Source: an optimization exercise on an open RTL-to-GDS flow (aim: small area). Production flows keep margins and buffers that such runs may drop. In this exercise RTL edits were held to simulation tests only and were not proved equivalent to the original. Power and IR drop assume default switching activity.

==> run H: inputs <==
==> flow/design.v <==
package qdma_h2c_pkg;
   localparam int DATA_W          = 512;
   localparam int KEEP_W          = DATA_W / 8;
   localparam int MAX_PKT_LEN_DEF = 9600;
   typedef enum logic [1:0] {
      FIRST,
      PASS,
      DROP
   } h2c_state_t;
   typedef struct packed {
      logic [DATA_W-1:0] tdata;
      logic [KEEP_W-1:0] tkeep;
      logic              tlast;
      logic [15:0]       size;
      logic [15:0]       src;
      logic              err;
   } axis_pkt_beat_t;
   function automatic logic [KEEP_W-1:0] mty_to_keep(input logic [5:0] mty);
      mty_to_keep = {KEEP_W{1'b1}} >> mty;
   endfunction
endpackage
module axis_skid_buf #(
   parameter int W = 1
) (
   input  logic  clk_i,
   input  logic  rst_i,
   input  logic  in_valid_i,
   output logic  in_ready_o,
   input  logic [W-1:0] in_data_i,
   output logic  out_valid_o,
   input  logic  out_ready_i,
   output logic [W-1:0] out_data_o
);
   logic  out_valid_q, out_valid_d;
   logic  skid_valid_q, skid_valid_d;
   logic [W-1:0] out_data_q, out_data_d;
   logic [W-1:0] skid_data_q, skid_data_d;
   logic  push, pop;
   assign in_ready_o  = ~skid_valid_q;
   assign push        = in_valid_i & ~skid_valid_q;
   assign pop         = out_valid_q & out_ready_i;
   assign out_valid_o = out_valid_q;
   assign out_data_o  = out_data_q;
   always_comb begin
      out_valid_d  = out_valid_q;
      out_data_d   = out_data_q;
      skid_valid_d = skid_valid_q;
      skid_data_d  = skid_data_q;
      if (!out_valid_q || pop) begin
         if (skid_valid_q) begin
            out_valid_d  = 1'b1;
            out_data_d   = skid_data_q;
            skid_valid_d = 1'b0;
         end else begin
            out_valid_d = push;
            if (push) out_data_d = in_data_i;
         end
      end else if (push) begin
         skid_valid_d = 1'b1;
         skid_data_d  = in_data_i;
      end
   end
   always_ff @(posedge clk_i or posedge rst_i) begin
      if (rst_i) begin
         out_valid_q  <= 1'b0;
         skid_valid_q <= 1'b0;
         out_data_q   <= '0;
         skid_data_q  <= '0;
      end else begin
         out_valid_q  <= out_valid_d;
         skid_valid_q <= skid_valid_d;
         out_data_q   <= out_data_d;
         skid_data_q  <= skid_data_d;
      end
   end
endmodule
import qdma_h2c_pkg::*;
module qdma_h2c_adapter #(
   parameter int MAX_PKT_LEN = MAX_PKT_LEN_DEF,
   parameter int CNT_W       = 16
) (
   input  logic              axi_aclk,
   input  logic              axi_areset,
   input  logic              s_axis_h2c_tvalid,
   output logic              s_axis_h2c_tready,
   input  logic [DATA_W-1:0] s_axis_h2c_tdata,
   input  logic              s_axis_h2c_tlast,
   input  logic [10:0]       s_axis_h2c_tuser_qid,
   input  logic [5:0]        s_axis_h2c_tuser_mty,
   input  logic [31:0]       s_axis_h2c_tuser_mdata,
   output logic              m_axis_tvalid,
   input  logic              m_axis_tready,
   output logic [DATA_W-1:0] m_axis_tdata,
   output logic [KEEP_W-1:0] m_axis_tkeep,
   output logic              m_axis_tlast,
   output logic [15:0]       m_axis_tuser_size,
   output logic [15:0]       m_axis_tuser_src,
   output logic              m_axis_tuser_err,
   output logic [CNT_W-1:0]  stat_pkt_cnt,
   output logic [CNT_W-1:0]  stat_drop_cnt,
   output logic [CNT_W-1:0]  stat_err_cnt
);
   localparam logic [15:0] MAX_LEN = 16'(MAX_PKT_LEN);
   qdma_h2c_pkg::h2c_state_t state_q;
   qdma_h2c_pkg::h2c_state_t state_d;
   logic [15:0]    size_q;
   logic [10:0]    qid_q;
   logic [16:0]    bcnt_q;
   logic           qerr_q;
   logic [CNT_W-1:0] pkt_cnt_q, drop_cnt_q, err_cnt_q;
   logic           buf_ready, acc, first, bad, fwd, err;
   logic [15:0]    size_in, cur_size;
   logic [10:0]    cur_qid;
   logic [6:0]     beat_bytes;
   logic [17:0]    sum;
   logic [16:0]    cnt_nx;
   logic           qerr_nx;
   logic [15:0]    unused_mdata;
   qdma_h2c_pkg::axis_pkt_beat_t in_beat;
   qdma_h2c_pkg::axis_pkt_beat_t out_beat;
   assign unused_mdata = s_axis_h2c_tuser_mdata[31:16];
   assign size_in      = s_axis_h2c_tuser_mdata[15:0];
   assign first        = (state_q == FIRST);
   assign acc          = s_axis_h2c_tvalid & s_axis_h2c_tready;
   assign bad          = (size_in == 16'd0) || (size_in > MAX_LEN);
   assign cur_size     = first ? size_in : size_q;
   assign cur_qid      = first ? s_axis_h2c_tuser_qid : qid_q;
   assign beat_bytes = s_axis_h2c_tlast ? (7'(KEEP_W) - {1'b0, s_axis_h2c_tuser_mty}) : 7'(KEEP_W);
   assign sum        = {1'b0, (first ? 17'd0 : bcnt_q)} + 18'(beat_bytes);
   assign cnt_nx     = sum[17] ? 17'h1FFFF : sum[16:0];
   assign qerr_nx    = (first ? 1'b0 : qerr_q) | (s_axis_h2c_tuser_qid != cur_qid);
   assign err        = (cnt_nx != {1'b0, cur_size}) | qerr_nx;
   assign fwd        = acc & ((state_q == PASS) | (first & ~bad));
   always_comb begin
      in_beat       = '0;
      in_beat.tdata = s_axis_h2c_tdata;
      in_beat.tkeep = s_axis_h2c_tlast ? ({KEEP_W{1'b1}} >> s_axis_h2c_tuser_mty) : {KEEP_W{1'b1}};
      in_beat.tlast = s_axis_h2c_tlast;
      in_beat.size  = cur_size;
      in_beat.src   = {5'b0, cur_qid};
      in_beat.err   = s_axis_h2c_tlast & err;
   end
   always_comb begin
      state_d           = state_q;
      s_axis_h2c_tready = 1'b0;
      if (!axi_areset) s_axis_h2c_tready = (state_q == DROP) ? 1'b1 : buf_ready;
      unique case (state_q)
         FIRST:   if (acc && !s_axis_h2c_tlast) state_d = bad ? DROP : PASS;
         PASS:    if (acc && s_axis_h2c_tlast) state_d = FIRST;
         DROP:    if (acc && s_axis_h2c_tlast) state_d = FIRST;
         default: state_d = FIRST;
      endcase
   end
   always_ff @(posedge axi_aclk or posedge axi_areset) begin
      if (axi_areset) begin
         state_q    <= FIRST;
         size_q     <= '0;
         qid_q      <= '0;
         bcnt_q     <= '0;
         qerr_q     <= 1'b0;
         pkt_cnt_q  <= '0;
         drop_cnt_q <= '0;
         err_cnt_q  <= '0;
      end else begin
         state_q <= state_d;
         if (acc) begin
            size_q <= cur_size;
            qid_q  <= cur_qid;
            bcnt_q <= cnt_nx;
            qerr_q <= qerr_nx;
         end
         if (acc && first && bad && !(&drop_cnt_q)) drop_cnt_q <= drop_cnt_q + 1'b1;
         if (fwd && s_axis_h2c_tlast && !(&pkt_cnt_q)) pkt_cnt_q <= pkt_cnt_q + 1'b1;
         if (fwd && s_axis_h2c_tlast && err && !(&err_cnt_q)) err_cnt_q <= err_cnt_q + 1'b1;
      end
   end
   axis_skid_buf #(
      .W($bits(in_beat))
   ) u_skid (
      .clk_i      (axi_aclk),
      .rst_i      (axi_areset),
      .in_valid_i (fwd),
      .in_ready_o (buf_ready),
      .in_data_i  (in_beat),
      .out_valid_o(m_axis_tvalid),
      .out_ready_i(m_axis_tready),
      .out_data_o (out_beat)
   );
   assign m_axis_tdata      = out_beat.tdata;
   assign m_axis_tkeep      = out_beat.tkeep;
   assign m_axis_tlast      = out_beat.tlast;
   assign m_axis_tuser_size = out_beat.size;
   assign m_axis_tuser_src  = out_beat.src;
   assign m_axis_tuser_err  = out_beat.err;
   assign stat_pkt_cnt      = pkt_cnt_q;
   assign stat_drop_cnt     = drop_cnt_q;
   assign stat_err_cnt      = err_cnt_q;
endmodule
==> flow/run.sh <==
#!/bin/bash
# synth_recipe.tcl (not shown) runs the flow's synth.tcl, then flattens the netlist and writes it again
# the make line also repeats each setting of config.mk as NAME=value (left out here)
make -C /OpenROAD-flow-scripts/flow DESIGN_CONFIG=/design/flow/config.mk WORK_HOME=/design/flow/orfs CLKGATE_MAP_FILE= SYNTH_SCRIPT=/design/flow/synth_recipe.tcl finish
==> flow/config.mk <==
export PLATFORM = sky130hd
export DESIGN_NAME = qdma_h2c_adapter
export DESIGN_NICKNAME = qdma_h2c_adapter
export VERILOG_FILES = /design/flow/design.v
export SDC_FILE = /design/flow/constraint.sdc
export NUM_CORES = 4
export LEC_CHECK = 0
export CAP_MARGIN = 20
export CORE_MARGIN = 2
export CORE_UTILIZATION = 40
export SLEW_MARGIN = 20
==> flow/constraint.sdc <==
create_clock -name core_clock -period 5.0 [get_ports {axi_aclk}]
set_input_delay 1.0000 -clock core_clock [delete_from_list [all_inputs] [get_ports {axi_aclk}]]
set_output_delay 1.0000 -clock core_clock [all_outputs]
set_load 0.01 [all_outputs]
==> run G: changes against run H <==
--- a/flow/design.v
+++ b/flow/design.v
@@ -11,6 +11,4 @@
       logic [DATA_W-1:0] tdata;
-      logic [KEEP_W-1:0] tkeep;
+      logic [5:0]        mty;
       logic              tlast;
-      logic [15:0]       size;
-      logic [15:0]       src;
       logic              err;
@@ -31,33 +29,17 @@
    input  logic  out_ready_i,
-   output logic [W-1:0] out_data_o
+   output logic [W-1:0] out_data_o,
+   output logic  skid_valid_o,
+   output logic  out_load_o
 );
-   logic  out_valid_q, out_valid_d;
-   logic  skid_valid_q, skid_valid_d;
-   logic [W-1:0] out_data_q, out_data_d;
-   logic [W-1:0] skid_data_q, skid_data_d;
-   logic  push, pop;
-   assign in_ready_o  = ~skid_valid_q;
-   assign push        = in_valid_i & ~skid_valid_q;
-   assign pop         = out_valid_q & out_ready_i;
-   assign out_valid_o = out_valid_q;
-   assign out_data_o  = out_data_q;
-   always_comb begin
-      out_valid_d  = out_valid_q;
-      out_data_d   = out_data_q;
-      skid_valid_d = skid_valid_q;
-      skid_data_d  = skid_data_q;
-      if (!out_valid_q || pop) begin
-         if (skid_valid_q) begin
-            out_valid_d  = 1'b1;
-            out_data_d   = skid_data_q;
-            skid_valid_d = 1'b0;
-         end else begin
-            out_valid_d = push;
-            if (push) out_data_d = in_data_i;
-         end
-      end else if (push) begin
-         skid_valid_d = 1'b1;
-         skid_data_d  = in_data_i;
-      end
-   end
+   logic  out_valid_q, skid_valid_q;
+   logic [W-1:0] out_data_q, skid_data_q, skid_data_d;
+   logic  push, out_load;
+   assign in_ready_o   = ~skid_valid_q;
+   assign push         = in_valid_i & ~skid_valid_q;
+   assign out_load     = ~out_valid_q | out_ready_i;
+   assign out_valid_o  = out_valid_q;
+   assign out_data_o   = out_data_q;
+   assign skid_valid_o = skid_valid_q;
+   assign out_load_o   = out_load;
+   assign skid_data_d = skid_valid_q ? skid_data_q : in_data_i;
    always_ff @(posedge clk_i or posedge rst_i) begin
@@ -66,10 +48,14 @@
          skid_valid_q <= 1'b0;
-         out_data_q   <= '0;
-         skid_data_q  <= '0;
       end else begin
-         out_valid_q  <= out_valid_d;
-         skid_valid_q <= skid_valid_d;
-         out_data_q   <= out_data_d;
-         skid_data_q  <= skid_data_d;
+         if (out_load) begin
+            out_valid_q  <= skid_valid_q | push;
+            skid_valid_q <= 1'b0;
+         end else if (push) begin
+            skid_valid_q <= 1'b1;
+         end
       end
+   end
+   always_ff @(posedge clk_i) begin
+      skid_data_q <= skid_data_d;
+      if (out_load) out_data_q <= skid_data_d;
    end
@@ -107,11 +93,13 @@
    logic [10:0]    qid_q;
-   logic [16:0]    bcnt_q;
+   logic [7:0]     nb_q;
    logic           qerr_q;
+   logic [15:0]    osize_q;
+   logic [10:0]    oqid_q;
    logic [CNT_W-1:0] pkt_cnt_q, drop_cnt_q, err_cnt_q;
    logic           buf_ready, acc, first, bad, fwd, err;
+   logic           skid_valid, out_load;
    logic [15:0]    size_in, cur_size;
    logic [10:0]    cur_qid;
-   logic [6:0]     beat_bytes;
-   logic [17:0]    sum;
-   logic [16:0]    cnt_nx;
+   logic [7:0]     nb;
+   logic [14:0]    bytes;
    logic           qerr_nx;
@@ -127,8 +115,7 @@
    assign cur_qid      = first ? s_axis_h2c_tuser_qid : qid_q;
-   assign beat_bytes = s_axis_h2c_tlast ? (7'(KEEP_W) - {1'b0, s_axis_h2c_tuser_mty}) : 7'(KEEP_W);
-   assign sum        = {1'b0, (first ? 17'd0 : bcnt_q)} + 18'(beat_bytes);
-   assign cnt_nx     = sum[17] ? 17'h1FFFF : sum[16:0];
-   assign qerr_nx    = (first ? 1'b0 : qerr_q) | (s_axis_h2c_tuser_qid != cur_qid);
-   assign err        = (cnt_nx != {1'b0, cur_size}) | qerr_nx;
-   assign fwd        = acc & ((state_q == PASS) | (first & ~bad));
+   assign nb      = first ? 8'd0 : nb_q;
+   assign bytes   = {1'b0, nb, 6'd0} + 15'(7'(KEEP_W) - {1'b0, s_axis_h2c_tuser_mty});
+   assign qerr_nx = ~first & (qerr_q | (s_axis_h2c_tuser_qid != qid_q));
+   assign err     = ({1'b0, bytes} != cur_size) | qerr_nx;
+   assign fwd     = acc & ((state_q == PASS) | (first & ~bad));
    always_comb begin
@@ -136,6 +123,4 @@
       in_beat.tdata = s_axis_h2c_tdata;
-      in_beat.tkeep = s_axis_h2c_tlast ? ({KEEP_W{1'b1}} >> s_axis_h2c_tuser_mty) : {KEEP_W{1'b1}};
+      in_beat.mty   = s_axis_h2c_tlast ? s_axis_h2c_tuser_mty : 6'd0;
       in_beat.tlast = s_axis_h2c_tlast;
-      in_beat.size  = cur_size;
-      in_beat.src   = {5'b0, cur_qid};
       in_beat.err   = s_axis_h2c_tlast & err;
@@ -156,6 +141,2 @@
          state_q    <= FIRST;
-         size_q     <= '0;
-         qid_q      <= '0;
-         bcnt_q     <= '0;
-         qerr_q     <= 1'b0;
          pkt_cnt_q  <= '0;
@@ -165,8 +146,2 @@
          state_q <= state_d;
-         if (acc) begin
-            size_q <= cur_size;
-            qid_q  <= cur_qid;
-            bcnt_q <= cnt_nx;
-            qerr_q <= qerr_nx;
-         end
          if (acc && first && bad && !(&drop_cnt_q)) drop_cnt_q <= drop_cnt_q + 1'b1;
@@ -176,2 +151,14 @@
    end
+   always_ff @(posedge axi_aclk) begin
+      if (fwd) begin
+         size_q <= cur_size;
+         qid_q  <= cur_qid;
+         nb_q   <= first ? 8'd1 : (nb_q + {7'd0, ~(&nb_q)});
+         qerr_q <= qerr_nx;
+      end
+      if (out_load) begin
+         osize_q <= (skid_valid | ~first) ? size_q : size_in;
+         oqid_q  <= (skid_valid | ~first) ? qid_q : s_axis_h2c_tuser_qid;
+      end
+   end
    axis_skid_buf #(
@@ -179,16 +166,18 @@
    ) u_skid (
-      .clk_i      (axi_aclk),
-      .rst_i      (axi_areset),
-      .in_valid_i (fwd),
-      .in_ready_o (buf_ready),
-      .in_data_i  (in_beat),
-      .out_valid_o(m_axis_tvalid),
-      .out_ready_i(m_axis_tready),
-      .out_data_o (out_beat)
+      .clk_i       (axi_aclk),
+      .rst_i       (axi_areset),
+      .in_valid_i  (fwd),
+      .in_ready_o  (buf_ready),
+      .in_data_i   (in_beat),
+      .out_valid_o (m_axis_tvalid),
+      .out_ready_i (m_axis_tready),
+      .out_data_o  (out_beat),
+      .skid_valid_o(skid_valid),
+      .out_load_o  (out_load)
    );
    assign m_axis_tdata      = out_beat.tdata;
-   assign m_axis_tkeep      = out_beat.tkeep;
+   assign m_axis_tkeep      = {KEEP_W{1'b1}} >> out_beat.mty;
    assign m_axis_tlast      = out_beat.tlast;
-   assign m_axis_tuser_size = out_beat.size;
-   assign m_axis_tuser_src  = out_beat.src;
+   assign m_axis_tuser_size = osize_q;
+   assign m_axis_tuser_src  = {5'b0, oqid_q};
    assign m_axis_tuser_err  = out_beat.err;
==> flow/flow/run.sh (new file) <==
#!/bin/bash
# Standard ORFS layout, with the smallest buffer on each port instead of the default port buffer,
# and clock tree synthesis with larger sink clusters and without dummy balancing loads.
set -euo pipefail
bash standard.sh BUFFER_PORTS_ARGS="-buffer_cell sky130_fd_sc_hd__buf_1" \
  CTS_ARGS="-sink_clustering_enable -repair_clock_nets -dont_use_dummy_load -sink_clustering_size 25 -sink_clustering_max_diameter 60" finish > standard_flow.log 2>&1
==> flow/standard.sh (new file) <==
#!/bin/bash
# synth_recipe.tcl (not shown) runs the flow's synth.tcl, then flattens the netlist and writes it again
# the make line also repeats each setting of config.mk as NAME=value (left out here)
make -C /OpenROAD-flow-scripts/flow DESIGN_CONFIG=/design/flow/config.mk WORK_HOME=/design/flow/orfs CLKGATE_MAP_FILE= SYNTH_SCRIPT=/design/flow/synth_recipe.tcl "${@:-finish}"
--- a/flow/config.mk
+++ b/flow/config.mk
@@ -8,4 +8,4 @@
 export CAP_MARGIN = 20
-export CORE_MARGIN = 2
-export CORE_UTILIZATION = 40
+export CORE_AREA = 2 2 598 118
+export DIE_AREA = 0 0 600 120
 export SLEW_MARGIN = 20
removed: flow/run.sh
==> comparison table <==
| metric | run G | run H |
|---|---|---|
| Terminus of the critical flop-to-flop path | u_skid.out_data_q[0] | err_cnt_q[12] |
| Initial detailed-routing violation count | 1,308 | 3,031 |
| Measured slew at the worst slew-check pin | 1002 ps | 1047 ps |
| Met1 track demand over resource in global routing | 30.27% | 33.45% |
| Post-route minimum period | 3876 ps | 4698 ps |
| Layout non-clock buf frac | 10.62% | 18.24% |
| Post-synthesis cell area | 0.04227 mm² | 0.05583 mm² |
| Total leakage power | 0.01652 µW | 0.03509 µW |
| Net count reported at finish | 3,990 | 7,626 |
| Power of the clock network | 4670 µW | 10,800 µW |
| Core area | 0.06805 mm² | 0.1390 mm² |
| Die outline height | 120 µm | 377.6 µm |
| Number of port buffers | 1,203 | 1,204 |
| Final Core Density | 66.71% | 54.24% |
| Total power | 18,580 µW | 40,270 µW |
| Worst slew margin relative to its limit | 33.23% | 30.19% |
| Status | complete, no violations | complete, no violations |
| Area used by multi-input combinational logic | 0.008752 mm² | 0.02157 mm² |
| Crit path required time | 5350 ps | 5690 ps |
| Final worst setup slack | 1124 ps | 302.3 ps |
| Power drawn by the sequential cells | 11,400 µW | 16,200 µW |

[re-timing with driven ports]
The results above use ideal ports. As a check the final layouts listed here were re-extracted and re-timed, cells and wires unchanged.
Step 1 sets driving cells, clkbuf_16 on the clock port and buf_2 on the other inputs (assumed; they add their load-dependent delay and slew).
Step 2 times the ports against the registers' clock, not the clock port: input delays grow and output delays shrink by t, the midpoint of the rising clock arrivals with the driver on.
a / b / c = ideal / step 1 / step 2; a / b = the first two.
run | t, ns | setup WS [ns] | worst register clock-pin slew, ns | worst data-port slew with drivers (ns)
run H | 0.843 | 0.302 / 0.300 / -0.542 | 0.06 / 0.06 | 0.21
run G | 0.693 | 1.124 / 1.174 / 0.481 | 0.11 / 0.11 | 0.13
With both steps, setup timing fails in run H, where it was met with ideal ports. The setup slack of run H, which loses most, moves by -0.002 ns with the drivers and by -0.844 ns with both steps.
